From an optimization exercise on the open Yosys and OpenROAD flow, aimed at small area, a short achievable clock period and few clock cycles per item; shortcuts taken in it are not production practice. In this exercise RTL edits were held to simulation tests only and were not proved equivalent to the original.

## run 3
==> module icache_top, before the edit <==
module icache_top #(
	parameter int OFFSET_W = icache_pkg::OFFSET_W,
	parameter int INDEX_W  = icache_pkg::INDEX_W,
	parameter int TAG_W    = icache_pkg::ADDR_W - INDEX_W - OFFSET_W
) (
	input  logic                  clock_i,
	input  logic                  rst_n_i,
	input  logic                  fetch_i,
	input  icache_pkg::addr_t     fetch_addr_i,
	input  logic                  flush_i,
	output logic                  instr_valid_o,
	output icache_pkg::word_t     instr_o,
	output icache_pkg::addr_t     instr_addr_o,
	output logic                  miss_o,
	output logic                  mem_req_o,
	output icache_pkg::addr_t     mem_line_addr_o,
	input  logic                  mem_rvalid_i,
	input  icache_pkg::word_t     mem_rdata_i
);
	localparam int CAP = 31;
	localparam int LOW = 4;
	logic [4:0]     n_q;      
	logic           busy_q;   
	logic           lm_q;     
	logic           miss_q;
	logic           rdy_q;    
	logic           ireq_q;   
	logic           ereq_q;   
	logic [29:0]    h_q;      
	logic [1:0]     wc_q;     
	logic [LOW+1:0] el_q;     
	logic           xb_q;     
	logic           seq;
	logic           nz;
	logic           acc;
	logic           last;
	logic           start;
	logic           cont;
	logic           deliver;
	logic           endw;
	logic           req;
	logic           lost;
	logic           fall;
	logic           clr;
	logic [LOW+1:0] h_inc;
	logic [4:0]     n_d;
	logic           busy_d;
	logic           lm_d;
	logic [29:0]    h_d;
	logic [1:0]     wc_d;
	logic           m_d;
	logic           v0_d;
	logic           rdy_d;
	logic           ireq_d;
	logic [LOW+1:0] el_d;
	logic           xb_d;
	logic           miss_d [2];
	assign h_inc = h_q[LOW+1:0] + (LOW+2)'(1);
	icache_hit_check #(.LB(LOW + 2)) i_seq (
		.addr_i    (fetch_addr_i[31:2]),
		.head_hi_i (h_q[29:LOW+2]),
		.end_lo_i  (el_q),
		.seq_o     (seq)
	);
	logic n_ge1;
	logic n_ge2;
	logic n_ge3;
	logic n_ge4;
	logic n_cap;
	logic r_ge1;
	logic r_ge2;
	logic r_ge3;
	assign n_ge1 = n_q != '0;
	assign n_ge2 = n_q > 5'd1;
	assign n_ge3 = n_q > 5'd2;
	assign n_ge4 = n_q > 5'd3;
	assign n_cap = n_q == 5'(CAP - 1);
	assign nz      = n_ge1;
	assign deliver = mem_rvalid_i && rdy_q;
	assign r_ge1   = deliver ? n_ge2 : n_ge1;
	assign r_ge2   = deliver ? n_ge3 : n_ge2;
	assign r_ge3   = deliver ? n_ge4 : n_ge3;
	assign acc     = fetch_i && !miss_q && !flush_i;
	assign last    = !r_ge1;
	assign start   = acc && last;
	assign cont    = acc && !last;
	assign endw    = mem_rvalid_i && (wc_q == 2'd3);
	assign req     = ireq_q || (mem_rvalid_i && ereq_q);
	assign lost    = endw && lm_q && (miss_q ? n_ge2 : n_ge1) && !rdy_q;
	assign fall    = miss_q && !r_ge2;
	assign clr     = flush_i || lost;
	assign busy_d = req || (busy_q && !endw);
	assign lm_d   = !last && (req || (lm_q && !endw));
	assign h_d    = last ? fetch_addr_i[31:2]
		: {h_q[29:LOW+2], deliver ? h_inc : h_q[LOW+1:0]};
	assign wc_d   = req ? 2'd0 : {wc_q[1] ^ (wc_q[0] && mem_rvalid_i), wc_q[0] ^ mem_rvalid_i};
	always_comb
	begin
		if (flush_i || (fall && !lost))
		begin
			n_d = '0;
		end
		else if (lost || start)
		begin
			n_d = 5'd1;
		end
		else if (cont && !deliver)
		begin
			n_d = n_q + 5'd1;
		end
		else if (deliver && !cont)
		begin
			n_d = n_q - 5'd1;
		end
		else
		begin
			n_d = n_q;
		end
	end
	always_comb
	begin
		if (deliver)
		begin
			m_d = 1'b1;
		end
		else if (req)
		begin
			m_d = h_q[1:0] == 2'd0;
		end
		else if (mem_rvalid_i)
		begin
			m_d = h_q[1:0] == wc_q + 2'd1;
		end
		else
		begin
			m_d = h_q[1:0] == wc_q;
		end
	end
	assign el_d = last ? fetch_addr_i[LOW+3:2] + (LOW+2)'(1) : el_q + (LOW+2)'(acc);
	assign xb_d = last ? (&fetch_addr_i[LOW+3:2]) : (xb_q || (acc && (&el_q)));
	assign v0_d   = !clr && (miss_q ? r_ge2 : (acc || r_ge1));
	assign rdy_d  = busy_d && lm_d && v0_d && m_d;
	assign ireq_d = !busy_d && v0_d;
	logic drop0;
	logic drop1;
	logic v1_d;
	logic ereq_d;
	assign drop0 = cont;
	assign drop1 = cont && (n_cap || xb_q);
	assign miss_d[0] = !flush_i && (lost || (miss_q ? !fall : drop0));
	assign miss_d[1] = !flush_i && (lost || (miss_q ? !fall : drop1));
	assign v1_d = !clr && (miss_q ? r_ge3 : r_ge2);
	assign ereq_d = busy_d && (wc_d == 2'd3) && (lm_d ? (rdy_d && v1_d) : v0_d);
	logic miss_pick;
	icache_lookup #(.W(1)) i_pick_miss (
		.sel_i (seq),
		.a_i   (miss_d[0]),
		.b_i   (miss_d[1]),
		.y_o   (miss_pick)
	);
	icache_req_gate i_req_o (
		.rvalid_i (mem_rvalid_i),
		.ireq_i   (ireq_q),
		.ereq_i   (ereq_q),
		.req_o    (mem_req_o)
	);
	icache_data_read i_valid_o (
		.rvalid_i (mem_rvalid_i),
		.rdy_i    (rdy_q),
		.valid_o  (instr_valid_o)
	);
	assign mem_line_addr_o = {h_q[29:LOW+2], h_q[LOW+1:2] + LOW'(lm_q), 4'b0000};
	assign instr_o         = mem_rdata_i;
	assign instr_addr_o    = {h_q, 2'b00};
	assign miss_o          = miss_q;
	always_ff @(posedge clock_i or negedge rst_n_i)
	begin
		if (!rst_n_i)
		begin
			n_q    <= '0;
			busy_q <= 1'b0;
			lm_q   <= 1'b0;
			miss_q <= 1'b0;
			rdy_q  <= 1'b0;
			ireq_q <= 1'b0;
			ereq_q <= 1'b0;
		end
		else
		begin
			miss_q <= miss_pick;
			ereq_q <= ereq_d;
			n_q    <= n_d;
			rdy_q  <= rdy_d;
			ireq_q <= ireq_d;
			busy_q <= busy_d;
			lm_q   <= lm_d;
		end
	end
	always_ff @(posedge clock_i)
	begin
		h_q  <= h_d;
		wc_q <= wc_d;
		el_q <= el_d;
		xb_q <= xb_d;
	end
endmodule
==> flow/config.mk <==
export PLATFORM = sky130hd
export DESIGN_NAME = icache_top
export DESIGN_NICKNAME = icache_top
export VERILOG_FILES = /design/flow/design.v
export SDC_FILE = /design/flow/constraint.sdc
export NUM_CORES = 4
export LEC_CHECK = 0
export CAP_MARGIN = 20
export CORE_MARGIN = 2
export CORE_UTILIZATION = 60
export SETUP_SLACK_MARGIN = 1.9
export SLEW_MARGIN = 20
export SYNTH_HIERARCHICAL = 1
export SYNTH_MINIMUM_KEEP_SIZE = 0
==> flow/constraint.sdc <==
create_clock -name core_clock -period 4.0 [get_ports {clock_i}]
set_input_delay 0.8000 -clock core_clock [delete_from_list [all_inputs] [get_ports {clock_i}]]
set_output_delay 0.8000 -clock core_clock [all_outputs]
set_load 0.01 [all_outputs]
standard.sh (not shown) runs the stock make flow with config.mk's settings and CLKGATE_MAP_FILE= SYNTH_SCRIPT=/design/flow/synth_recipe.tcl, a recipe that flattens the netlist after the stock synthesis.
==> flow/flow/run.sh <==
#!/bin/bash
# own flow: the standard layout, with port buffers of a plain buffer cell
set -o pipefail
cp standard.sh standard.sh.txt 2>/dev/null
cp config.mk config.mk.txt
export BUFFER_PORTS_ARGS="-buffer_cell sky130_fd_sc_hd__buf_1"
export ADDER_MAP_FILE=
bash standard.sh > standard.log 2>&1
Testbench counts of run 3, summed over its fixed seeds: cycles 72,333, items 32,000.
Relative to run 3, the following input files were edited for run 2:
--- a/flow/design.v
+++ b/flow/design.v
@@ -79,7 +79,7 @@
 	input  icache_pkg::word_t     mem_rdata_i
 );
 	localparam int CAP = 31;
-	localparam int LOW = 4;
+	localparam int LOW = 5;
 	logic [4:0]     n_q;      
 	logic           busy_q;   
 	logic           lm_q;     
@@ -89,6 +89,7 @@
 	logic           ereq_q;   
 	logic [29:0]    h_q;      
 	logic [1:0]     wc_q;     
+	logic [LOW-1:0] ml_q;     
 	logic [LOW+1:0] el_q;     
 	logic           xb_q;     
 	logic           seq;
@@ -110,6 +111,7 @@
 	logic [29:0]    h_d;
 	logic [1:0]     wc_d;
 	logic           m_d;
+	logic           wrap_d;
 	logic           v0_d;
 	logic           rdy_d;
 	logic           ireq_d;
@@ -197,6 +199,8 @@
 			m_d = h_q[1:0] == wc_q;
 		end
 	end
+	assign wrap_d = last ? (&fetch_addr_i[LOW+3:4])
+		: (deliver ? (&h_inc[LOW+1:2]) : (&h_q[LOW+1:2]));
 	assign el_d = last ? fetch_addr_i[LOW+3:2] + (LOW+2)'(1) : el_q + (LOW+2)'(acc);
 	assign xb_d = last ? (&fetch_addr_i[LOW+3:2]) : (xb_q || (acc && (&el_q)));
 	assign v0_d   = !clr && (miss_q ? r_ge2 : (acc || r_ge1));
@@ -211,7 +215,9 @@
 	assign miss_d[0] = !flush_i && (lost || (miss_q ? !fall : drop0));
 	assign miss_d[1] = !flush_i && (lost || (miss_q ? !fall : drop1));
 	assign v1_d = !clr && (miss_q ? r_ge3 : r_ge2);
-	assign ereq_d = busy_d && (wc_d == 2'd3) && (lm_d ? (rdy_d && v1_d) : v0_d);
+	assign ereq_d = busy_d && (wc_d == 2'd3) && (lm_d
+		? (rdy_d && v1_d && !wrap_d)
+		: v0_d);
 	logic miss_pick;
 	icache_lookup #(.W(1)) i_pick_miss (
 		.sel_i (seq),
@@ -230,7 +236,7 @@
 		.rdy_i    (rdy_q),
 		.valid_o  (instr_valid_o)
 	);
-	assign mem_line_addr_o = {h_q[29:LOW+2], h_q[LOW+1:2] + LOW'(lm_q), 4'b0000};
+	assign mem_line_addr_o = {h_q[29:LOW+2], ml_q, 4'b0000};
 	assign instr_o         = mem_rdata_i;
 	assign instr_addr_o    = {h_q, 2'b00};
 	assign miss_o          = miss_q;
@@ -261,6 +267,7 @@
 	begin
 		h_q  <= h_d;
 		wc_q <= wc_d;
+		ml_q <= h_d[LOW+1:2] + LOW'(lm_d);
 		el_q <= el_d;
 		xb_q <= xb_d;
 	end
==> comparison <==
- Run 2 finished end to end and its layout was clean on timing, DRC and antenna.
- Run 2 vs run 3 — area enclosed by the die boundary rose 6.2%.
- Run 2 — post-route met1 wirelength about 1.9% higher, run 3 as reference
- Run 2 ended with more peak fanout along the critical path than run 3.
- Of the two values seen for largest cell class by area, sequential cells was produced by run 3 and multi-input combinational cells by run 2.
- Run 2 against run 3: share of cell area taken by flip-flops and latches shows a reduction of 0.79 points; post-layout instance count excluding filler cells shows an increase of 5.0%.
Testbench counts of run 2, summed over its fixed seeds: cycles 71,983, items 32,000.

## re-timing with driven ports
In the flow no input, the clock included, has a driving cell. The finished layouts below were timed again as built, in two steps.
Step 1 sets driving cells, clkbuf_16 on the clock port and buf_2 on the other inputs (assumed; they add their load-dependent delay and slew).
Step 2, shift: input delay + t, output delay - t, t = (earliest + latest rising clock arrival at the registers) / 2. This alone moves slack from input paths to output paths.
Slacks: ideal ports / drivers / drivers and shift; pairs: ideal ports / drivers.
| run | t (ns) | setup slack, ns | clock arrival spread, ns | worst register clock-pin slew, ns | worst slew at a driven data input, ns |
|---|---|---|---|---|---|
| run 3 | 0.327 | 1.954 / 1.929 / 1.694 | 0.010 / 0.011 | 0.10 / 0.10 | 0.07 |
| run 2 | 0.338 | 1.926 / 1.906 / 1.624 | 0.011 / 0.012 | 0.11 / 0.11 | 0.06 |
After both steps every run listed still meets setup and hold. The setup slack of run 2, which loses most, moves by -0.020 ns with the drivers and by -0.302 ns with both steps.
